What follows belongs to an exercise in optimizing a design on an open flow for small area, a short achievable clock period and few clock cycles per item; a production flow would make more cautious choices. Function was not checked in any run shown here: the RTL went through the layout flow alone.

`flow/run.sh`:
```
#!/bin/bash
# synth_recipe.tcl (not shown) runs the flow's synth.tcl, then flattens the netlist and writes it again
# the make line also repeats each setting of config.mk as NAME=value (left out here)
make -C /OpenROAD-flow-scripts/flow DESIGN_CONFIG=/design/flow/config.mk WORK_HOME=/design/flow/orfs CLKGATE_MAP_FILE= SYNTH_SCRIPT=/design/flow/synth_recipe.tcl finish
```
`flow/config.mk`:
```
export PLATFORM = sky130hd
export DESIGN_NAME = sparse_top
export DESIGN_NICKNAME = sparse_top
export VERILOG_FILES = /design/flow/design.v
export SDC_FILE = /design/flow/constraint.sdc
export NUM_CORES = 4
export LEC_CHECK = 0
export ABC_AREA = 1
export CAP_MARGIN = 20
export CORE_MARGIN = 2
export CORE_UTILIZATION = 40
export SETUP_SLACK_MARGIN = 4
export SLEW_MARGIN = 20
```
`flow/constraint.sdc`:
```
create_clock -name core_clock -period 7.0 [get_ports {clk}]
set_input_delay 1.4000 -clock core_clock [delete_from_list [all_inputs] [get_ports {clk}]]
set_output_delay 1.4000 -clock core_clock [all_outputs]
set_load 0.01 [all_outputs]
```
`flow/design.v`:
```
`timescale 1ns/1ns
package sparse_cfg_pkg;
  localparam int LANES_DEF = 4;
  localparam int DATA_W_DEF = 8;
  localparam int ACC_W_DEF = 24;
  localparam int SHIFT_DEF = 4;
endpackage
`timescale 1ns/1ns
package ctrl_pkg;
  typedef enum logic [1:0] {
    IDLE  = 2'd0,
    ACCUM = 2'd1,
    DRAIN = 2'd2,
    HOLD  = 2'd3
  } ctrl_state_e;
  typedef enum logic [1:0] {
    MAC_HOLD  = 2'd0,
    MAC_START = 2'd1,
    MAC_ACC   = 2'd2,
    MAC_LAST  = 2'd3
  } mac_op_e;
endpackage
`timescale 1ns/1ns
module sparse_decoder #(
  parameter int LANES  = 4,
  parameter int DATA_W = 8
) (
  input  logic [LANES*DATA_W-1:0] act_packed,
  input  logic [LANES-1:0]        act_mask,
  output logic [LANES*DATA_W-1:0] lanes_d
);
  always_comb begin
    int idx;
    idx = 0;
    for (int i = 0; i < LANES; i++) begin
      lanes_d[i*DATA_W +: DATA_W] = '0;
      if (act_mask[i]) begin
        lanes_d[i*DATA_W +: DATA_W] = act_packed[idx*DATA_W +: DATA_W];
        idx = idx + 1;
      end
    end
  end
endmodule
`timescale 1ns/1ns
module mac_lanes #(
  parameter int LANES  = 4,
  parameter int DATA_W = 8,
  parameter int ACC_W  = 24
) (
  input  logic                    clk,
  input  logic [LANES*DATA_W-1:0] lanes_d,
  input  logic                    accept,
  input  logic                    weight_load,
  input  logic [LANES*DATA_W-1:0] weight_word,
  input  logic                    s1_en,
  input  logic                    acc_en,
  input  logic                    acc_clr,
  output logic [LANES*ACC_W-1:0]  acc_lanes
);
  localparam int NL = 2;
  logic [LANES*DATA_W-1:0] weight_q;
  logic [LANES*DATA_W-1:0] act_q;
  logic [NL-1:0]           lo_d  [LANES];
  logic [16:NL]            hs_d  [LANES];
  logic [16:NL]            hc_d  [LANES];
  logic [NL-1:0]           q_lo  [LANES];
  logic [16:NL]            q_hs  [LANES];
  logic [16:NL]            q_hc  [LANES];
  logic [ACC_W-1:0]        acc_q   [LANES];
  logic [ACC_W-1:0]        acc_sum [LANES];
  for (genvar i = 0; i < LANES; i++) begin : g_lane
    mul_tree mul (
      .a(act_q[i*DATA_W +: DATA_W]), .w(weight_q[i*DATA_W +: DATA_W]),
      .lo(lo_d[i]), .hi_s(hs_d[i]), .hi_c(hc_d[i])
    );
    acc_add add (
      .acc_in(acc_clr ? '0 : acc_q[i]),
      .lo(q_lo[i]), .hi_s(q_hs[i]), .hi_c(q_hc[i]), .sum(acc_sum[i])
    );
    assign acc_lanes[i*ACC_W +: ACC_W] = acc_q[i];
  end
  always_ff @(posedge clk) begin
    if (weight_load) begin
      weight_q <= weight_word;
    end
    if (accept) begin
      act_q <= lanes_d;
    end
    if (s1_en) begin
      for (int i = 0; i < LANES; i++) begin
        q_lo[i] <= lo_d[i];
        q_hs[i] <= hs_d[i];
        q_hc[i] <= hc_d[i];
      end
    end
    if (acc_en) begin
      for (int i = 0; i < LANES; i++) begin
        acc_q[i] <= acc_sum[i];
      end
    end
  end
endmodule
module mul_tree (
  input  logic [7:0]  a,
  input  logic [7:0]  w,
  output logic [1:0]  lo,       
  output logic [16:2] hi_s,     
  output logic [16:2] hi_c
);
  logic neg0, one0, two0, nneg0;
  logic pp0_0;
  logic pp0_1;
  logic pp0_2;
  logic pp0_3;
  logic pp0_4;
  logic pp0_5;
  logic pp0_6;
  logic pp0_7;
  logic pp0_8;
  logic neg1, one1, two1, nneg1;
  logic pp1_0;
  logic pp1_1;
  logic pp1_2;
  logic pp1_3;
  logic pp1_4;
  logic pp1_5;
  logic pp1_6;
  logic pp1_7;
  logic pp1_8;
  logic neg2, one2, two2, nneg2;
  logic pp2_0;
  logic pp2_1;
  logic pp2_2;
  logic pp2_3;
  logic pp2_4;
  logic pp2_5;
  logic pp2_6;
  logic pp2_7;
  logic pp2_8;
  logic neg3, one3, two3, nneg3;
  logic pp3_0;
  logic pp3_1;
  logic pp3_2;
  logic pp3_3;
  logic pp3_4;
  logic pp3_5;
  logic pp3_6;
  logic pp3_7;
  logic pp3_8;
  logic s1;
  logic c2;
  logic s3;
  logic c4;
  logic s5;
  logic c6;
  logic s7;
  logic c8;
  logic s9;
  logic c10;
  logic s11;
  logic c12;
  logic s13;
  logic c14;
  logic s15;
  logic c16;
  logic s17;
  logic c18;
  logic s19;
  logic c20;
  logic s21;
  logic c22;
  logic s23;
  logic c24;
  logic s25;
  logic c26;
  logic s27;
  logic c28;
  logic s29;
  logic c30;
  logic s31;
  logic c32;
  logic s33;
  logic c34;
  logic s35;
  logic c36;
  logic s37;
  logic c38;
  logic s39;
  logic c40;
  logic s41;
  logic c42;
  logic s43;
  logic c44;
  logic s45;
  logic c46;
  logic s47;
  logic c48;
  logic s49;
  logic c50;
  logic s51;
  logic c52;
  logic s53;
  logic c54;
  logic s55;
  logic c56;
  logic s57;
  logic c58;
  logic s59;
  logic c60;
  logic s61;
  logic c62;
  logic s63;
  logic c64;
  assign neg0 = w[1];
  assign nneg0 = ~w[1];
  assign one0 = w[0] ^ 1'b0;
  assign two0 = (w[1] & ~w[0] & ~1'b0) | (~w[1] & w[0] & 1'b0);
  assign pp0_0 = ((one0 & a[0]) | (two0 & 1'b0)) ^ neg0;
  assign pp0_1 = ((one0 & a[1]) | (two0 & a[0])) ^ neg0;
  assign pp0_2 = ((one0 & a[2]) | (two0 & a[1])) ^ neg0;
  assign pp0_3 = ((one0 & a[3]) | (two0 & a[2])) ^ neg0;
  assign pp0_4 = ((one0 & a[4]) | (two0 & a[3])) ^ neg0;
  assign pp0_5 = ((one0 & a[5]) | (two0 & a[4])) ^ neg0;
  assign pp0_6 = ((one0 & a[6]) | (two0 & a[5])) ^ neg0;
  assign pp0_7 = ((one0 & a[7]) | (two0 & a[6])) ^ neg0;
  assign pp0_8 = ((one0 & 1'b0) | (two0 & a[7])) ^ neg0;
  assign neg1 = w[3];
  assign nneg1 = ~w[3];
  assign one1 = w[2] ^ w[1];
  assign two1 = (w[3] & ~w[2] & ~w[1]) | (~w[3] & w[2] & w[1]);
  assign pp1_0 = ((one1 & a[0]) | (two1 & 1'b0)) ^ neg1;
  assign pp1_1 = ((one1 & a[1]) | (two1 & a[0])) ^ neg1;
  assign pp1_2 = ((one1 & a[2]) | (two1 & a[1])) ^ neg1;
  assign pp1_3 = ((one1 & a[3]) | (two1 & a[2])) ^ neg1;
  assign pp1_4 = ((one1 & a[4]) | (two1 & a[3])) ^ neg1;
  assign pp1_5 = ((one1 & a[5]) | (two1 & a[4])) ^ neg1;
  assign pp1_6 = ((one1 & a[6]) | (two1 & a[5])) ^ neg1;
  assign pp1_7 = ((one1 & a[7]) | (two1 & a[6])) ^ neg1;
  assign pp1_8 = ((one1 & 1'b0) | (two1 & a[7])) ^ neg1;
  assign neg2 = w[5];
  assign nneg2 = ~w[5];
  assign one2 = w[4] ^ w[3];
  assign two2 = (w[5] & ~w[4] & ~w[3]) | (~w[5] & w[4] & w[3]);
  assign pp2_0 = ((one2 & a[0]) | (two2 & 1'b0)) ^ neg2;
  assign pp2_1 = ((one2 & a[1]) | (two2 & a[0])) ^ neg2;
  assign pp2_2 = ((one2 & a[2]) | (two2 & a[1])) ^ neg2;
  assign pp2_3 = ((one2 & a[3]) | (two2 & a[2])) ^ neg2;
  assign pp2_4 = ((one2 & a[4]) | (two2 & a[3])) ^ neg2;
  assign pp2_5 = ((one2 & a[5]) | (two2 & a[4])) ^ neg2;
  assign pp2_6 = ((one2 & a[6]) | (two2 & a[5])) ^ neg2;
  assign pp2_7 = ((one2 & a[7]) | (two2 & a[6])) ^ neg2;
  assign pp2_8 = ((one2 & 1'b0) | (two2 & a[7])) ^ neg2;
  assign neg3 = w[7];
  assign nneg3 = ~w[7];
  assign one3 = w[6] ^ w[5];
  assign two3 = (w[7] & ~w[6] & ~w[5]) | (~w[7] & w[6] & w[5]);
  assign pp3_0 = ((one3 & a[0]) | (two3 & 1'b0)) ^ neg3;
  assign pp3_1 = ((one3 & a[1]) | (two3 & a[0])) ^ neg3;
  assign pp3_2 = ((one3 & a[2]) | (two3 & a[1])) ^ neg3;
  assign pp3_3 = ((one3 & a[3]) | (two3 & a[2])) ^ neg3;
  assign pp3_4 = ((one3 & a[4]) | (two3 & a[3])) ^ neg3;
  assign pp3_5 = ((one3 & a[5]) | (two3 & a[4])) ^ neg3;
  assign pp3_6 = ((one3 & a[6]) | (two3 & a[5])) ^ neg3;
  assign pp3_7 = ((one3 & a[7]) | (two3 & a[6])) ^ neg3;
  assign pp3_8 = ((one3 & 1'b0) | (two3 & a[7])) ^ neg3;
  assign s1 = neg3 ^ pp0_6;
  assign c2 = neg3 & pp0_6;
  assign s3 = pp0_7 ^ pp1_5;
  assign c4 = pp0_7 & pp1_5;
  assign s5 = pp0_8 ^ pp1_6;
  assign c6 = pp0_8 & pp1_6;
  assign s7 = nneg0 ^ pp1_7;
  assign c8 = nneg0 & pp1_7;
  assign s9 = neg1 ^ pp0_2;
  assign c10 = neg1 & pp0_2;
  assign s11 = pp0_3 ^ pp1_1;
  assign c12 = pp0_3 & pp1_1;
  assign s13 = neg2 ^ pp0_4 ^ pp1_2;
  assign c14 = (neg2 & pp0_4) | (neg2 & pp1_2) | (pp0_4 & pp1_2);
  assign s15 = pp0_5 ^ pp1_3 ^ pp2_1;
  assign c16 = (pp0_5 & pp1_3) | (pp0_5 & pp2_1) | (pp1_3 & pp2_1);
  assign s17 = pp1_4 ^ pp2_2 ^ pp3_0;
  assign c18 = (pp1_4 & pp2_2) | (pp1_4 & pp3_0) | (pp2_2 & pp3_0);
  assign s19 = pp2_3 ^ pp3_1 ^ c2;
  assign c20 = (pp2_3 & pp3_1) | (pp2_3 & c2) | (pp3_1 & c2);
  assign s21 = pp2_4 ^ pp3_2 ^ c4;
  assign c22 = (pp2_4 & pp3_2) | (pp2_4 & c4) | (pp3_2 & c4);
  assign s23 = pp2_5 ^ pp3_3 ^ c6;
  assign c24 = (pp2_5 & pp3_3) | (pp2_5 & c6) | (pp3_3 & c6);
  assign s25 = pp1_8 ^ pp2_6 ^ pp3_4;
  assign c26 = (pp1_8 & pp2_6) | (pp1_8 & pp3_4) | (pp2_6 & pp3_4);
  assign s27 = nneg1 ^ pp2_7 ^ pp3_5;
  assign c28 = (nneg1 & pp2_7) | (nneg1 & pp3_5) | (pp2_7 & pp3_5);
  assign s29 = pp2_8 ^ pp3_6;
  assign c30 = pp2_8 & pp3_6;
  assign s31 = nneg2 ^ pp3_7;
  assign c32 = nneg2 & pp3_7;
  assign s33 = neg0 ^ pp0_0;
  assign c34 = neg0 & pp0_0;
  assign s35 = pp0_1 ^ c34;
  assign c36 = pp0_1 & c34;
  assign s37 = pp1_0 ^ s9 ^ c36;
  assign c38 = (pp1_0 & s9) | (pp1_0 & c36) | (s9 & c36);
  assign s39 = pp1_0 ^ s9;
  assign c40 = pp1_0 & s9;
  assign s41 = c10 ^ s11;
  assign c42 = c10 & s11;
  assign s43 = pp2_0 ^ c12 ^ s13;
  assign c44 = (pp2_0 & c12) | (pp2_0 & s13) | (c12 & s13);
  assign s45 = c14 ^ s15;
  assign c46 = c14 & s15;
  assign s47 = s1 ^ c16 ^ s17;
  assign c48 = (s1 & c16) | (s1 & s17) | (c16 & s17);
  assign s49 = s3 ^ c18 ^ s19;
  assign c50 = (s3 & c18) | (s3 & s19) | (c18 & s19);
  assign s51 = s5 ^ c20 ^ s21;
  assign c52 = (s5 & c20) | (s5 & s21) | (c20 & s21);
  assign s53 = s7 ^ c22 ^ s23;
  assign c54 = (s7 & c22) | (s7 & s23) | (c22 & s23);
  assign s55 = c8 ^ s25 ^ c24;
  assign c56 = (c8 & s25) | (c8 & c24) | (s25 & c24);
  assign s57 = c26 ^ s27;
  assign c58 = c26 & s27;
  assign s59 = s29 ^ c28;
  assign c60 = s29 & c28;
  assign s61 = c30 ^ s31;
  assign c62 = c30 & s31;
  assign s63 = pp3_8 ^ c32;
  assign c64 = pp3_8 & c32;
  assign lo = {s35, s33};
  assign hi_s = {1'b0, nneg3, c62, c60, c58, c56, c54, c52, c50, c48, c46, c44, c42, c40, c36};
  assign hi_c = {1'b0, c64, s63, s61, s59, s57, s55, s53, s51, s49, s47, s45, s43, s41, s39};
endmodule
module acc_add (
  input  logic [23:0] acc_in,
  input  logic [1:0]  lo,
  input  logic [16:2] hi_s,
  input  logic [16:2] hi_c,
  output logic [23:0] sum
);
  logic s1;
  logic c2;
  logic s3;
  logic c4;
  logic s5;
  logic c6;
  logic s7;
  logic c8;
  logic s9;
  logic c10;
  logic s11;
  logic c12;
  logic s13;
  logic c14;
  logic s15;
  logic c16;
  logic s17;
  logic c18;
  logic s19;
  logic c20;
  logic s21;
  logic c22;
  logic s23;
  logic c24;
  logic s25;
  logic c26;
  logic s27;
  logic c28;
  logic s29;
  logic c30;
  logic s31;
  logic c32;
  logic s33;
  logic c34;
  logic s35;
  logic c36;
  logic s37;
  logic c38;
  logic s39;
  logic c40;
  logic s41;
  logic c42;
  logic s43;
  logic c44;
  logic s45;
  logic c46;
  logic s47;
  logic c48;
  logic s49;
  logic c50;
  logic s51;
  logic c52;
  logic s53;
  logic c54;
  logic s55;
  logic c56;
  logic s57;
  logic c58;
  logic s59;
  logic c60;
  logic [23:0] row_a, row_b;
  assign s1 = acc_in[9] ^ hi_s[9];
  assign c2 = acc_in[9] & hi_s[9];
  assign s3 = acc_in[10] ^ hi_s[10] ^ hi_c[10];
  assign c4 = (acc_in[10] & hi_s[10]) | (acc_in[10] & hi_c[10]) | (hi_s[10] & hi_c[10]);
  assign s5 = acc_in[11] ^ hi_s[11];
  assign c6 = acc_in[11] & hi_s[11];
  assign s7 = acc_in[12] ^ hi_s[12] ^ hi_c[12];
  assign c8 = (acc_in[12] & hi_s[12]) | (acc_in[12] & hi_c[12]) | (hi_s[12] & hi_c[12]);
  assign s9 = acc_in[13] ^ hi_s[13];
  assign c10 = acc_in[13] & hi_s[13];
  assign s11 = acc_in[14] ^ hi_s[14] ^ hi_c[14];
  assign c12 = (acc_in[14] & hi_s[14]) | (acc_in[14] & hi_c[14]) | (hi_s[14] & hi_c[14]);
  assign s13 = acc_in[15] ^ hi_s[15];
  assign c14 = acc_in[15] & hi_s[15];
  assign s15 = acc_in[16] ^ hi_s[16] ^ hi_c[16];
  assign c16 = (acc_in[16] & hi_s[16]) | (acc_in[16] & hi_c[16]) | (hi_s[16] & hi_c[16]);
  assign s17 = acc_in[2] ^ hi_s[2];
  assign c18 = acc_in[2] & hi_s[2];
  assign s19 = acc_in[3] ^ hi_s[3] ^ hi_c[3];
  assign c20 = (acc_in[3] & hi_s[3]) | (acc_in[3] & hi_c[3]) | (hi_s[3] & hi_c[3]);
  assign s21 = acc_in[4] ^ hi_s[4] ^ hi_c[4];
  assign c22 = (acc_in[4] & hi_s[4]) | (acc_in[4] & hi_c[4]) | (hi_s[4] & hi_c[4]);
  assign s23 = acc_in[5] ^ hi_s[5] ^ hi_c[5];
  assign c24 = (acc_in[5] & hi_s[5]) | (acc_in[5] & hi_c[5]) | (hi_s[5] & hi_c[5]);
  assign s25 = acc_in[6] ^ hi_s[6] ^ hi_c[6];
  assign c26 = (acc_in[6] & hi_s[6]) | (acc_in[6] & hi_c[6]) | (hi_s[6] & hi_c[6]);
  assign s27 = acc_in[7] ^ hi_s[7] ^ hi_c[7];
  assign c28 = (acc_in[7] & hi_s[7]) | (acc_in[7] & hi_c[7]) | (hi_s[7] & hi_c[7]);
  assign s29 = acc_in[8] ^ hi_s[8] ^ hi_c[8];
  assign c30 = (acc_in[8] & hi_s[8]) | (acc_in[8] & hi_c[8]) | (hi_s[8] & hi_c[8]);
  assign s31 = hi_c[9] ^ 1'b1 ^ s1;
  assign c32 = (hi_c[9] & 1'b1) | (hi_c[9] & s1) | (1'b1 & s1);
  assign s33 = 1'b1 ^ c2 ^ s3;
  assign c34 = (1'b1 & c2) | (1'b1 & s3) | (c2 & s3);
  assign s35 = hi_c[11] ^ s5 ^ c4;
  assign c36 = (hi_c[11] & s5) | (hi_c[11] & c4) | (s5 & c4);
  assign s37 = 1'b1 ^ c6 ^ s7;
  assign c38 = (1'b1 & c6) | (1'b1 & s7) | (c6 & s7);
  assign s39 = hi_c[13] ^ s9 ^ c8;
  assign c40 = (hi_c[13] & s9) | (hi_c[13] & c8) | (s9 & c8);
  assign s41 = 1'b1 ^ c10 ^ s11;
  assign c42 = (1'b1 & c10) | (1'b1 & s11) | (c10 & s11);
  assign s43 = hi_c[15] ^ s13 ^ c12;
  assign c44 = (hi_c[15] & s13) | (hi_c[15] & c12) | (s13 & c12);
  assign s45 = 1'b1 ^ c14 ^ s15;
  assign c46 = (1'b1 & c14) | (1'b1 & s15) | (c14 & s15);
  assign s47 = acc_in[17] ^ 1'b1 ^ c16;
  assign c48 = (acc_in[17] & 1'b1) | (acc_in[17] & c16) | (1'b1 & c16);
  assign s49 = acc_in[18] ^ 1'b1;
  assign c50 = acc_in[18] & 1'b1;
  assign s51 = acc_in[19] ^ 1'b1;
  assign c52 = acc_in[19] & 1'b1;
  assign s53 = acc_in[20] ^ 1'b1;
  assign c54 = acc_in[20] & 1'b1;
  assign s55 = acc_in[21] ^ 1'b1;
  assign c56 = acc_in[21] & 1'b1;
  assign s57 = acc_in[22] ^ 1'b1;
  assign c58 = acc_in[22] & 1'b1;
  assign s59 = acc_in[23] ^ 1'b1;
  assign c60 = acc_in[23] & 1'b1;
  assign row_a = {c58, c56, c54, c52, c50, c48, c46, c44, c42, c40, c38, c36, c34, c32, c30, c28, c26, c24, c22, c20, c18, hi_c[2], acc_in[1], acc_in[0]};
  assign row_b = {s59, s57, s55, s53, s51, s49, s47, s45, s43, s41, s39, s37, s35, s33, s31, s29, s27, s25, s23, s21, s19, s17, lo[1], lo[0]};
  assign sum = row_a + row_b;
endmodule
`timescale 1ns/1ns
module result_encoder #(
  parameter int LANES     = 4,
  parameter int DATA_W    = 8,
  parameter int ACC_W     = 24,
  parameter int OUT_SHIFT = 4
) (
  input  logic                    clk,
  input  logic [LANES*ACC_W-1:0]  acc_lanes,
  input  logic                    out_load,
  output logic [LANES*DATA_W-1:0] out_packed,
  output logic [LANES-1:0]        out_mask
);
  logic [LANES*DATA_W-1:0] packed_d;
  logic [LANES-1:0]        mask_d;
  function automatic int ones(input int m);
    ones = 0;
    for (int b = 0; b < LANES; b++) begin
      ones = ones + ((m >> b) & 1);
    end
  endfunction
  logic [DATA_W-1:0] q  [LANES];
  logic [LANES-1:0]  nz;
  always_comb begin
    for (int i = 0; i < LANES; i++) begin
      logic [ACC_W-1:0] a;
      logic             neg, ovf;
      a     = acc_lanes[i*ACC_W +: ACC_W];
      neg   = a[ACC_W-1];
      ovf   = |a[ACC_W-2:OUT_SHIFT+DATA_W];
      q[i]  = (a[OUT_SHIFT +: DATA_W] | {DATA_W{ovf}}) & {DATA_W{!neg}};
      nz[i] = !neg && (ovf || (|a[OUT_SHIFT +: DATA_W]));
    end
  end
  always_comb begin
    logic [LANES-1:0] sel [LANES];    
    for (int k = 0; k < LANES; k++) begin
      sel[k] = '0;
    end
    for (int j = 0; j < LANES; j++) begin
      for (int m = 0; m < (1 << j); m++) begin
        if ((nz & LANES'((1 << j) - 1)) == LANES'(m)) begin
          sel[ones(m)][j] = 1'b1;
        end
      end
    end
    for (int k = 0; k < LANES; k++) begin
      packed_d[k*DATA_W +: DATA_W] = '0;
      for (int j = k; j < LANES; j++) begin
        packed_d[k*DATA_W +: DATA_W] = packed_d[k*DATA_W +: DATA_W] | (q[j] & {DATA_W{sel[k][j]}});
      end
    end
    mask_d = nz;
  end
  always_ff @(posedge clk) begin
    if (out_load) begin
      out_packed <= packed_d;
      out_mask   <= mask_d;
    end
  end
endmodule
`timescale 1ns/1ns
module flow_controller (
  input  logic clk,
  input  logic rst_n,
  input  logic weights_valid,
  output logic weights_ready,
  input  logic act_valid,
  input  logic act_last,
  output logic act_ready,
  output logic out_valid,
  input  logic out_ready,
  output logic accept,       
  output logic weight_load,
  output logic s1_en,        
  output logic acc_en,       
  output logic acc_clr,      
  output logic out_load      
);
  logic in_group;
  logic v0, last0, first0;
  logic v1, last1, first1;
  logic pend;
  logic stall;
  logic v0_n, v1_n, pend_n, out_valid_n, in_group_n, act_ready_n, first1_n, acc_en_n;
  assign accept      = act_valid && act_ready;
  assign weight_load = weights_valid && weights_ready;
  assign stall    = pend && out_valid;
  assign s1_en    = !stall;
  assign out_load = pend && !stall;
  always_comb begin
    in_group_n  = accept ? !act_last : in_group;
    v0_n        = accept || (v0 && stall);
    v1_n        = stall ? v1 : v0;
    pend_n      = stall ? pend : (v1 && last1);
    out_valid_n = out_load || (out_valid && !out_ready);
    act_ready_n = !(v0_n && pend_n && out_valid_n);
    first1_n    = stall ? first1 : first0;
    acc_en_n    = v1_n && !(pend_n && out_valid_n);
  end
  always_ff @(posedge clk or negedge rst_n) begin
    if (!rst_n) begin
      in_group      <= 1'b0;
      v0            <= 1'b0;
      v1            <= 1'b0;
      pend          <= 1'b0;
      out_valid     <= 1'b0;
      act_ready     <= 1'b0;
      weights_ready <= 1'b0;
      acc_en        <= 1'b0;
      acc_clr       <= 1'b0;
    end else begin
      in_group      <= in_group_n;
      v0            <= v0_n;
      v1            <= v1_n;
      pend          <= pend_n;
      out_valid     <= out_valid_n;
      act_ready     <= act_ready_n;
      weights_ready <= act_ready_n && !in_group_n;
      acc_en        <= acc_en_n;
      acc_clr       <= acc_en_n && first1_n;
    end
  end
  always_ff @(posedge clk) begin
    if (accept) begin
      last0  <= act_last;
      first0 <= !in_group;
    end
    if (s1_en) begin
      last1  <= last0;
      first1 <= first0;
    end
  end
endmodule
`timescale 1ns/1ns
module sparse_top #(
  parameter int LANES     = sparse_cfg_pkg::LANES_DEF,
  parameter int DATA_W    = sparse_cfg_pkg::DATA_W_DEF,
  parameter int ACC_W     = sparse_cfg_pkg::ACC_W_DEF,
  parameter int OUT_SHIFT = sparse_cfg_pkg::SHIFT_DEF
) (
  input  logic                    clk,
  input  logic                    rst_n,
  input  logic [LANES*DATA_W-1:0] weights_in,
  input  logic                    weights_valid,
  output logic                    weights_ready,
  input  logic [LANES*DATA_W-1:0] act_packed,
  input  logic [LANES-1:0]        act_mask,
  input  logic                    act_last,
  input  logic                    act_valid,
  output logic                    act_ready,
  output logic [LANES*DATA_W-1:0] out_packed,
  output logic [LANES-1:0]        out_mask,
  output logic                    out_valid,
  input  logic                    out_ready
);
  logic [LANES*DATA_W-1:0] lanes_d;
  logic [LANES*ACC_W-1:0]  acc_lanes;
  logic accept, weight_load, s1_en, acc_en, acc_clr, out_load;
  flow_controller controller (
    .clk(clk), .rst_n(rst_n),
    .weights_valid(weights_valid), .weights_ready(weights_ready),
    .act_valid(act_valid), .act_last(act_last), .act_ready(act_ready),
    .out_valid(out_valid), .out_ready(out_ready),
    .accept(accept), .weight_load(weight_load),
    .s1_en(s1_en), .acc_en(acc_en), .acc_clr(acc_clr), .out_load(out_load)
  );
  sparse_decoder #(.LANES(LANES), .DATA_W(DATA_W)) decoder (
    .act_packed(act_packed), .act_mask(act_mask), .lanes_d(lanes_d)
  );
  mac_lanes #(.LANES(LANES), .DATA_W(DATA_W), .ACC_W(ACC_W)) mac (
    .clk(clk),
    .lanes_d(lanes_d), .accept(accept),
    .weight_load(weight_load), .weight_word(weights_in),
    .s1_en(s1_en), .acc_en(acc_en), .acc_clr(acc_clr), .acc_lanes(acc_lanes)
  );
  result_encoder #(
    .LANES(LANES), .DATA_W(DATA_W), .ACC_W(ACC_W), .OUT_SHIFT(OUT_SHIFT)
  ) encoder (
    .clk(clk),
    .acc_lanes(acc_lanes), .out_load(out_load),
    .out_packed(out_packed), .out_mask(out_mask)
  );
endmodule
```
==> results of run 1 <==
critical path: stages, from the launching register on:
cell and delay, ns:
dfrtp_2 0.42, buf_12 0.16, clkinv_16 0.08, buf_12 0.15
nand2_4 0.05, fa_2 0.34, fa_1 0.52, inv_2 0.05
ha_4 0.32, nand2_4 0.10, nor2_4 0.10, nand2_1 0.05
nand3b_1 0.22, nand4_1 0.13, nand2_1 0.07
flip-flops by register name (all words and copies together) (netlist names), 4 cells and up:
name and flops:
mac.act_q 32, mac.weight_q 32, mac.q_hs 56, mac.q_lo 8, encoder.out_mask 4, mac.q_hc 56, encoder.out_packed 32, mac.acc_q 96
metrics by stage:
step | area [um^2] | setup WS, ns | util [%] | hold WS (ns)
floorplan | 26700 | 4.00 | - | 0.400
global placement | 28700 | 2.22 | 43.7 | 0.409
detailed placement | 28700 | 2.19 | 43.7 | 0.420
CTS | 31200 | 3.95 | 47.5 | 0.434
global route | 32600 | 3.88 | 49.7 | 0.439
finish | 32700 | 3.99 | 49.8 | 0.426
layer usage:
layer / GRT usage [%] / part of all wire [%]
met1: 25.8 / 45
met2: 31.6 / 46
met5: 0 / 0
met3: 2.94 / 5.4
met4: 6.00 / 2.9
cells in the final DEF (no fill, tap or decap), drive strengths merged:
cell type / count
diode: 1
buf: 68
nand3b: 14
and2: 4
dfrtp: 9
xor2: 165
clkdlybuf4s15: 1
o21ai: 49
bufinv: 5
o22ai: 112
nor2: 289
xnor2: 8
ha: 206
nor4: 3
o21bai: 4
clkinv: 31
nand3: 162
dfxtp: 1
bufbuf: 2
a21o: 5
nand2: 873
nand4: 23
edfxtp: 319
dlygate4sd2: 2
inv: 749
clkdlybuf4s50: 108
a21oi: 93
fa: 108
or2: 15
clkinvlp: 8
o211ai: 11
nor3: 12
clkbuf: 50
cells by family after synthesis:
logic type | Yosys count | share of synthesized area (%)
AOI/OAI and AO/OA | 274 | 5.93
xor gates and xnor gates | 173 | 5.73
adders and majority gates | 314 | 17.9
buffers and inverters | 807 | 11.7
DFF | 329 | 37.1
and+or+nand+nor | 1395 | 21.6
cell type report:
cell class | count | area [um^2] | area share [%]
antenna | 1 | 2.50 | 0.00766
clock inverter | 27 | 289 | 0.885
sequential | 329 | 9830 | 30.1
inverter | 765 | 2930 | 8.97
timing repair buffer | 182 | 1820 | 5.59
tap | 864 | 1080 | 3.31
timing repair inverter | 1 | 5.00 | 0.0153
clock buffer | 49 | 1130 | 3.46
multi-input combinational | 2156 | 15600 | 47.7
what timing repair did:
item                       in CTS  in global routing
buffers inserted               33                 24
setup endpoints to repair     104                 99
resized for setup             195                350
gates cloned                    6                  0
pin swaps                      58                164
how the worst max path moves through the flow:
stage                             to  slack [ns]  depth (start not counted)
global placement       mac.act_q[31]        2.22                          9
finish              mac.acc_q[3][20]        3.99                         14
global route        mac.acc_q[1][22]        3.88                         16
CTS                 mac.acc_q[1][14]        3.95                         15
detailed placement     mac.act_q[31]        2.19                          9
floorplan           mac.acc_q[1][17]        4.00                         16
==> flow_summary.html, run 1 <==
<table>
<tr><th>Metric</th><th>Value</th></tr>
<tr><th colspan="2">Timing</th></tr>
<tr><td>Max frequency</td><td>around 0.33 GHz</td></tr>
<tr><td>Max Transition Viols Final</td><td>0</td></tr>
<tr><td>Clock Skews</td><td>0.0200 ns</td></tr>
<tr><td>Fin Setup TNS</td><td>0 ns</td></tr>
<tr><td>Remaining max-slew budget at the tightest pin</td><td>between 30% and 40%</td></tr>
<tr><td>Period utilisation layout</td><td>43.1%</td></tr>
<tr><td>Tightest Pin Transition</td><td>around 1 ns</td></tr>
<tr><td>Endpoints failing hold</td><td>0</td></tr>
<tr><td>Final-report setup violation count</td><td>0</td></tr>
<tr><td>Setup repair after global routing missed its margin</td><td>true</td></tr>
<tr><td>Final min period</td><td>3.01 ns</td></tr>
<tr><th colspan="2">Place</th></tr>
<tr><td>Post-placement cell count</td><td>4234</td></tr>
<tr><td>Buffers on Ports</td><td>112</td></tr>
<tr><td>Last weighted congestion value of the routability-driven placer</td><td>0.916</td></tr>
<tr><td>Half-perimeter wire length after detailed placement</td><td>48.5 mm</td></tr>
<tr><th colspan="2">GRT</th></tr>
<tr><td>Vias in the first global route</td><td>20200</td></tr>
<tr><td>Global routing usage summed across all routing layers</td><td>19.1%</td></tr>
<tr><td>Wire length of the first global-routing pass</td><td>about 100 mm</td></tr>
<tr><td>Remaining global-route overflow</td><td>0</td></tr>
<tr><td>Maximum number of pins on one net before global-route repair</td><td>approximately 70</td></tr>
<tr><td>Initial antenna violation count</td><td>2</td></tr>
<tr><th colspan="2">Critical path</th></tr>
<tr><td>Worst setup path class</td><td>reg2reg</td></tr>
<tr><td>Reg-to-reg setup timing slack</td><td>3.99 ns</td></tr>
<tr><td>Launching point of the worst reg2reg path</td><td>controller.acc_clr</td></tr>
<tr><td>Largest driver fanout on the critical path</td><td>6</td></tr>
<tr><td>Crit end category</td><td>register</td></tr>
<tr><td>Critical path launch point</td><td>controller.acc_clr</td></tr>
<tr><td>Data required time at the worst endpoint</td><td>7.32 ns</td></tr>
<tr><td>Number of cells on the worst reg-to-reg path</td><td>14</td></tr>
<tr><td>Capturing point of the worst reg2reg path</td><td>mac.acc_q[3][20]</td></tr>
<tr><td>Kind of start point of the critical path</td><td>register</td></tr>
<tr><td>Signal arrival time at the worst endpoint</td><td>roughly 3.3 ns</td></tr>
<tr><th colspan="2">Floorplanning</th></tr>
<tr><td>Width of the chip</td><td>approximately 260 um</td></tr>
<tr><td>DIE AREA</td><td>68200 um^2</td></tr>
<tr><td>Initial core utilization</td><td>40.3%</td></tr>
<tr><td>Number of I/O pins</td><td>113</td></tr>
<tr><td>Placeable core region</td><td>approximately 66000 um^2</td></tr>
<tr><td>Die Ht</td><td>261 um</td></tr>
<tr><td>Placement Rows</td><td>between 90 and 100</td></tr>
<tr><th colspan="2">Logic synthesis</th></tr>
<tr><td>Async set-or-reset flop fraction in the synthesized netlist</td><td>2.74%</td></tr>
<tr><td>Number of synthesized flops with an enable pin</td><td>319</td></tr>
<tr><td>Distinct cell type count after synthesis</td><td>42</td></tr>
<tr><td>Average cell area after synthesis</td><td>8.03 um^2</td></tr>
<tr><td>Most used flip-flop cell after synthesis</td><td>edfxtp_1</td></tr>
<tr><td>Yosys top cell by area</td><td>edfxtp_1</td></tr>
<tr><td>Number of synthesized register bits</td><td>329</td></tr>
<tr><td>Most used standard cell by instance count after synthesis</td><td>nand2_1</td></tr>
<tr><td>Cell area after synthesis</td><td>26500 um^2</td></tr>
<tr><td>Gate count after technology mapping</td><td>3292</td></tr>
<tr><td>Most frequent cells after synthesis</td><td>nand2_1, inv_1, edfxtp_1, nor2_1, ha_1</td></tr>
<tr><td>Share of Yosys cell area claimed by the top area cell type</td><td>36.2%</td></tr>
<tr><td>Net count after synthesis</td><td>about 3700</td></tr>
<tr><td>Sequential-to-total area share from yosys stat</td><td>around 37%</td></tr>
<tr><td>Yosys warns</td><td>18</td></tr>
<tr><td>Largest cells by area after synthesis</td><td>edfxtp_1, nand2_1, inv_1, ha_1, fa_1</td></tr>
<tr><th colspan="2">Clock network</th></tr>
<tr><td>Clock-pin slew on the worst setup and hold paths</td><td>0.06 ns</td></tr>
<tr><td>Clock latency reported for the late side of the worst-skew pair</td><td>between 0.5 and 0.6 ns</td></tr>
<tr><td>Deepest level of the CTS H-tree</td><td>2</td></tr>
<tr><td>Clk sinks</td><td>329</td></tr>
<tr><td>Number of buffers on the longest clock path</td><td>3</td></tr>
<tr><td>Cell chosen for the clock root</td><td>clkbuf_16</td></tr>
<tr><td>CTS tree</td><td>yes</td></tr>
<tr><td>Count of hold-fix buffers inserted at cts</td><td>0</td></tr>
<tr><td>TritonCTS Buffers</td><td>41</td></tr>
<tr><th colspan="2">Route</th></tr>
<tr><td>Detailed Routing Iterations Pass 1</td><td>6</td></tr>
<tr><td># DRC</td><td>0</td></tr>
<tr><td>Per-cell routed wire length</td><td>about 15 um</td></tr>
<tr><td>Ratio of routed vias to standard cells</td><td>4.80</td></tr>
<tr><td>Antenna violation net count after detailed routing</td><td>0</td></tr>
<tr><td>Detailed-route via count</td><td>21000</td></tr>
<tr><td>Iter 0 DRT Violations</td><td>1556</td></tr>
<tr><td>DRT Wirelength</td><td>65.1 mm</td></tr>
<tr><th colspan="2">Run</th></tr>
<tr><td>Number of violations of the max-capacitance limit</td><td>0</td></tr>
<tr><th colspan="2">Min path</th></tr>
<tr><td>Start point of the worst min-delay path</td><td>controller.last0</td></tr>
<tr><td>Capture endpoint of the worst hold path</td><td>controller.last1</td></tr>
<tr><td>Hold/Removal Path Class</td><td>reg2reg</td></tr>
<tr><td>Worst Hold Path Cells</td><td>0</td></tr>
<tr><th colspan="2">Finish</th></tr>
<tr><td>Total Nets Final</td><td>3864</td></tr>
<tr><td>Number of fill cells</td><td>6274</td></tr>
<tr><td>Layout Area Growth over Synthesis</td><td>23.4%</td></tr>
<tr><td>Number of cells in the finished layout apart from fillers</td><td>4374</td></tr>
<tr><td>Fraction of final layout cells sized beyond drive strength 1</td><td>16.4%</td></tr>
<tr><th colspan="2">Status</th></tr>
<tr><td>Status</td><td>complete, no violations</td></tr>
</table>
==> inputs of run 2 (changes only) <==
--- a/flow/config.mk
+++ b/flow/config.mk
@@ -11,3 +11,3 @@
 export CORE_UTILIZATION = 40
-export SETUP_SLACK_MARGIN = 4
+export SETUP_SLACK_MARGIN = 3.7
 export SLEW_MARGIN = 20
==> flow_summary.html, run 2 <==
<table>
<tr><th>Metric</th><th>Value</th></tr>
<tr><th colspan="2">GRT</th></tr>
<tr><td>Most congested layer reported by global routing</td><td>met2</td></tr>
<tr><td>Met2 Use GR</td><td>a little under a third</td></tr>
<tr><td>Maximum number of pins on one net before global-route repair</td><td>76</td></tr>
<tr><td>Vias in the first global route</td><td>approximately 20000</td></tr>
<tr><td>Remaining global-route overflow</td><td>0</td></tr>
<tr><td>Initial antenna violation count</td><td>0</td></tr>
<tr><td>Wire length of the first global-routing pass</td><td>102 mm</td></tr>
<tr><td>Met1 track demand over resource in global routing</td><td>25.0%</td></tr>
<tr><td>Global routing usage summed across all routing layers</td><td>18.7%</td></tr>
<tr><td>Met3 track utilization from global routing</td><td>2.52%</td></tr>
<tr><th colspan="2">Route</th></tr>
<tr><td>Per-cell routed wire length</td><td>14.6 um</td></tr>
<tr><td>Iter 0 DRT Violations</td><td>~1400</td></tr>
<tr><td>Antenna violation net count after detailed routing</td><td>0</td></tr>
<tr><td>Ratio of routed vias to standard cells</td><td>between 4 and 5</td></tr>
<tr><td>Detailed Routing Iterations Pass 1</td><td>5</td></tr>
<tr><td># DRC</td><td>0</td></tr>
<tr><td>Detailed-route via count</td><td>20600</td></tr>
<tr><td>DRT Wirelength</td><td>roughly 63 mm</td></tr>
<tr><th colspan="2">Logic synthesis</th></tr>
<tr><td>Most frequent cells after synthesis</td><td>nand2_1, inv_1, edfxtp_1, nor2_1, ha_1</td></tr>
<tr><td>Share of Yosys cell area claimed by the top area cell type</td><td>approximately 36%</td></tr>
<tr><td>Gate count after technology mapping</td><td>roughly 3300</td></tr>
<tr><td>Number of synthesized flops with an enable pin</td><td>roughly 320</td></tr>
<tr><td>Yosys warns</td><td>18</td></tr>
<tr><td>Sequential-to-total area share from yosys stat</td><td>37.1%</td></tr>
<tr><td>Yosys top cell by area</td><td>edfxtp_1</td></tr>
<tr><td>Number of synthesized register bits</td><td>329</td></tr>
<tr><td>Net count after synthesis</td><td>around 3700</td></tr>
<tr><td>Average cell area after synthesis</td><td>8.03 um^2</td></tr>
<tr><td>Largest cells by area after synthesis</td><td>edfxtp_1, nand2_1, inv_1, ha_1, fa_1</td></tr>
<tr><td>Cell area after synthesis</td><td>26500 um^2</td></tr>
<tr><td>Most used flip-flop cell after synthesis</td><td>edfxtp_1</td></tr>
<tr><td>Async set-or-reset flop fraction in the synthesized netlist</td><td>2.74%</td></tr>
<tr><td>Most used standard cell by instance count after synthesis</td><td>nand2_1</td></tr>
<tr><td>Distinct cell type count after synthesis</td><td>42</td></tr>
<tr><th colspan="2">Timing</th></tr>
<tr><td>Max frequency</td><td>0.314 GHz</td></tr>
<tr><td>Clock Skews</td><td>0.0258 ns</td></tr>
<tr><td>Final min period</td><td>3.18 ns</td></tr>
<tr><td>Endpoints failing hold</td><td>0</td></tr>
<tr><td>Tightest Pin Transition</td><td>1.11 ns</td></tr>
<tr><td>Worst hold slack after final layout</td><td>0.414 ns</td></tr>
<tr><td>Max Transition Viols Final</td><td>0</td></tr>
<tr><td>Fin Setup TNS</td><td>0 ns</td></tr>
<tr><td>Remaining max-slew budget at the tightest pin</td><td>a little over a quarter</td></tr>
<tr><td>Final Worst Setup Slack</td><td>about 3.8 ns</td></tr>
<tr><td>Period utilisation layout</td><td>45.5%</td></tr>
<tr><td>Setup repair after global routing missed its margin</td><td>true</td></tr>
<tr><td>Final-report setup violation count</td><td>0</td></tr>
<tr><th colspan="2">Critical path</th></tr>
<tr><td>Kind of start point of the critical path</td><td>register</td></tr>
<tr><td>Signal arrival time at the worst endpoint</td><td>3.51 ns</td></tr>
<tr><td>Data required time at the worst endpoint</td><td>7.33 ns</td></tr>
<tr><td>Worst setup path class</td><td>reg2reg</td></tr>
<tr><td>Crit end category</td><td>register</td></tr>
<tr><td>Largest driver fanout on the critical path</td><td>18</td></tr>
<tr><th colspan="2">Finish</th></tr>
<tr><td>Register cell area after layout</td><td>9830 um^2</td></tr>
<tr><td>Post-route core utilization</td><td>approximately 46%</td></tr>
<tr><td>Fraction of final layout cells sized beyond drive strength 1</td><td>under 10%</td></tr>
<tr><td>Number of cells in the finished layout apart from fillers</td><td>4322</td></tr>
<tr><td>Total Nets Final</td><td>3815</td></tr>
<tr><td>Area of all placed cells without fillers</td><td>30500 um^2</td></tr>
<tr><td>Antenna diode count</td><td>0</td></tr>
<tr><td>Layout Area Growth over Synthesis</td><td>15.3%</td></tr>
<tr><td>Largest registers ranked by flip-flop count</td><td>mac.acc_q x96, mac.q_hc x56, mac.q_hs x56</td></tr>
<tr><td>Number of flip-flops in the largest register</td><td>96</td></tr>
<tr><td>Footprint of the multi-input gates</td><td>roughly 14000 um^2</td></tr>
<tr><td>Most flop-heavy register</td><td>mac.acc_q</td></tr>
<tr><td>Top library cells by usage in the layout, fill and taps aside</td><td>nand2_1, inv_1, edfxtp_1</td></tr>
<tr><td>Commonest non-fill, non-tap cell in the layout</td><td>nand2_1</td></tr>
<tr><td>Number of fill cells</td><td>between 6000 and 7000</td></tr>
<tr><th colspan="2">Clock network</th></tr>
<tr><td>TritonCTS Buffers</td><td>40</td></tr>
<tr><td>Deepest level of the CTS H-tree</td><td>2</td></tr>
<tr><td>Clock-pin slew on the worst setup and hold paths</td><td>roughly 0.060 ns</td></tr>
<tr><td>Count of hold-fix buffers inserted at cts</td><td>0</td></tr>
<tr><td>Number of buffers on the longest clock path</td><td>3</td></tr>
<tr><td>Clock latency reported for the late side of the worst-skew pair</td><td>0.58 ns</td></tr>
<tr><td>Clk sinks</td><td>329</td></tr>
<tr><td>Cell chosen for the clock root</td><td>clkbuf_16</td></tr>
<tr><td>CTS tree</td><td>yes</td></tr>
<tr><th colspan="2">Floorplanning</th></tr>
<tr><td>DIE AREA</td><td>68200 um^2</td></tr>
<tr><td>Width of the chip</td><td>~260 um</td></tr>
<tr><td>Placement Rows</td><td>94</td></tr>
<tr><td>Placeable core region</td><td>between 60000 and 70000 um^2</td></tr>
<tr><td>Initial core utilization</td><td>40.3%</td></tr>
<tr><td>Number of I/O pins</td><td>between 100 and 150</td></tr>
<tr><td>Die Ht</td><td>261 um</td></tr>
<tr><th colspan="2">Status</th></tr>
<tr><td>Status</td><td>complete, no violations</td></tr>
<tr><th colspan="2">Place</th></tr>
<tr><td>Post-placement cell count</td><td>4235</td></tr>
<tr><td>Buffers on Ports</td><td>112</td></tr>
<tr><td>Post-detailed-placement cell area</td><td>28500 um^2</td></tr>
<tr><td>Half-perimeter wire length after detailed placement</td><td>about 49 mm</td></tr>
<tr><td>Post-Place Worst Slack</td><td>between 2 and 2.5 ns</td></tr>
<tr><td>Last weighted congestion value of the routability-driven placer</td><td>0.929</td></tr>
<tr><th colspan="2">Run</th></tr>
<tr><td>Number of violations of the max-capacitance limit</td><td>0</td></tr>
<tr><th colspan="2">Min path</th></tr>
<tr><td>Hold/Removal Path Class</td><td>reg2reg</td></tr>
</table>
[run 2: cell count changes in the layout (fill, tap and decap cells not counted), sizes merged]
cell | previous run | this run
buf | 68 | 20
clkbuf | 50 | 46
inv | 749 | 752
bufbuf | 2 | 0
clkdlybuf4s50 | 108 | 110
clkinvlp | 8 | 6
dlygate4sd2 | 2 | 0
clkinv | 31 | 32
diode | 1 | 0
dlymetal6s2s | 0 | 1
[run 2: area by class of cell]
type / count / share of cell area (%)
clock buffer: 45 / 3.48
clock inverter: 28 / 0.997
inverter: 765 / 9.48
multi-input combinational: 2156 / 45.7
sequential: 329 / 32.2
tap: 864 / 3.55
timing repair buffer: 133 / 4.52
timing repair inverter: 2 / 0.0451
[run 2: path summary, 6_finish.rpt]
| check | from | endpoint | slack, ns | depth (start not counted) |
|---|---|---|---|---|
| min | controller.last0 | controller.last1 | 0.41 | 0 |
| max in group asynchronous | rst_n | controller.acc_en | 5.55 | 1 |
| max | controller.acc_clr | mac.acc_q[0][20] | 3.82 | 13 |
| max reg2reg | controller.acc_clr | mac.acc_q[0][20] | 3.82 | 13 |
| min reg2reg | controller.last0 | controller.last1 | 0.41 | 0 |
| min in group asynchronous | rst_n | controller.v1 | 1.14 | 1 |
[run 2: metal layers]
| metal | wire (um) | part of all wire (%) | vias to the layer above |
|---|---|---|---|
| met4 | 2040 | 3.2 | 0 |
| li1 | - | - | 10600 |
| met1 | 29500 | 47 | 9389 |
| met3 | 3050 | 4.8 | 119 |
| met2 | 28500 | 45 | 485 |
| met5 | 0 | 0 | - |
[run 2: kinds of logic (layout without fill, tap and decap cells)]
family                   after synthesis  count (layout)  synth area share [%]
AO/OA/AOI/OAI                        274             274                  5.93
XOR/XNOR                             173             173                  5.73
adder cells (fa/ha/maj)              314             314                  17.9
buffers and inverters                807             973                  11.7
AND/OR/NAND/NOR                     1395            1395                  21.6
flip-flops                           329             329                  37.1
[run 2: critical path, cell delays in order, from the launching register on]
cell	delay, ns
dfrtp_4	0.55
buf_16	0.20
nor2_1	0.26
ha_1	0.18
inv_1	0.05
fa_1	0.54
inv_1	0.05
ha_2	0.39
nand2_2	0.12
nor2_2	0.16
nand2_1	0.06
nand3b_1	0.19
nand4_1	0.12
nand2_1	0.07
[run 2: timing repair]
| action | CTS | global route |
|---|---|---|
| pin swaps | 0 | 9 |
| gates resized for setup | 31 | 97 |
| endpoints found under the hold margin | 0 | 0 |
| cloned | 2 | 1 |
| buffers inserted | 7 | 4 |
| setup endpoints to repair | 78 | 53 |

static timing again, ports no longer ideal:
Ports are ideal in the flow. The routed layouts listed here were re-timed in OpenROAD. Step 1, drivers: a clkbuf_16 drives clk and a buf_2 each remaining input, both assumed. Step 2 times the ports against the registers' clock, not the clock port: input delays grow and output delays shrink by t, the midpoint of the rising clock arrivals with the driver on. Three values: no drivers, after step 1, after step 2; two values: the first two.
run	t (ns)	setup slack, ns	worst register clock-pin slew, ns
run 1	0.623	3.986 / 3.986 / 3.573	0.07 / 0.07
run 2	0.621	3.817 / 3.817 / 3.283	0.07 / 0.07
After both steps every run listed still meets setup and hold. For run 2, which loses most, drivers alone change the setup slack by 0.000 ns; drivers and shift together by -0.534 ns.
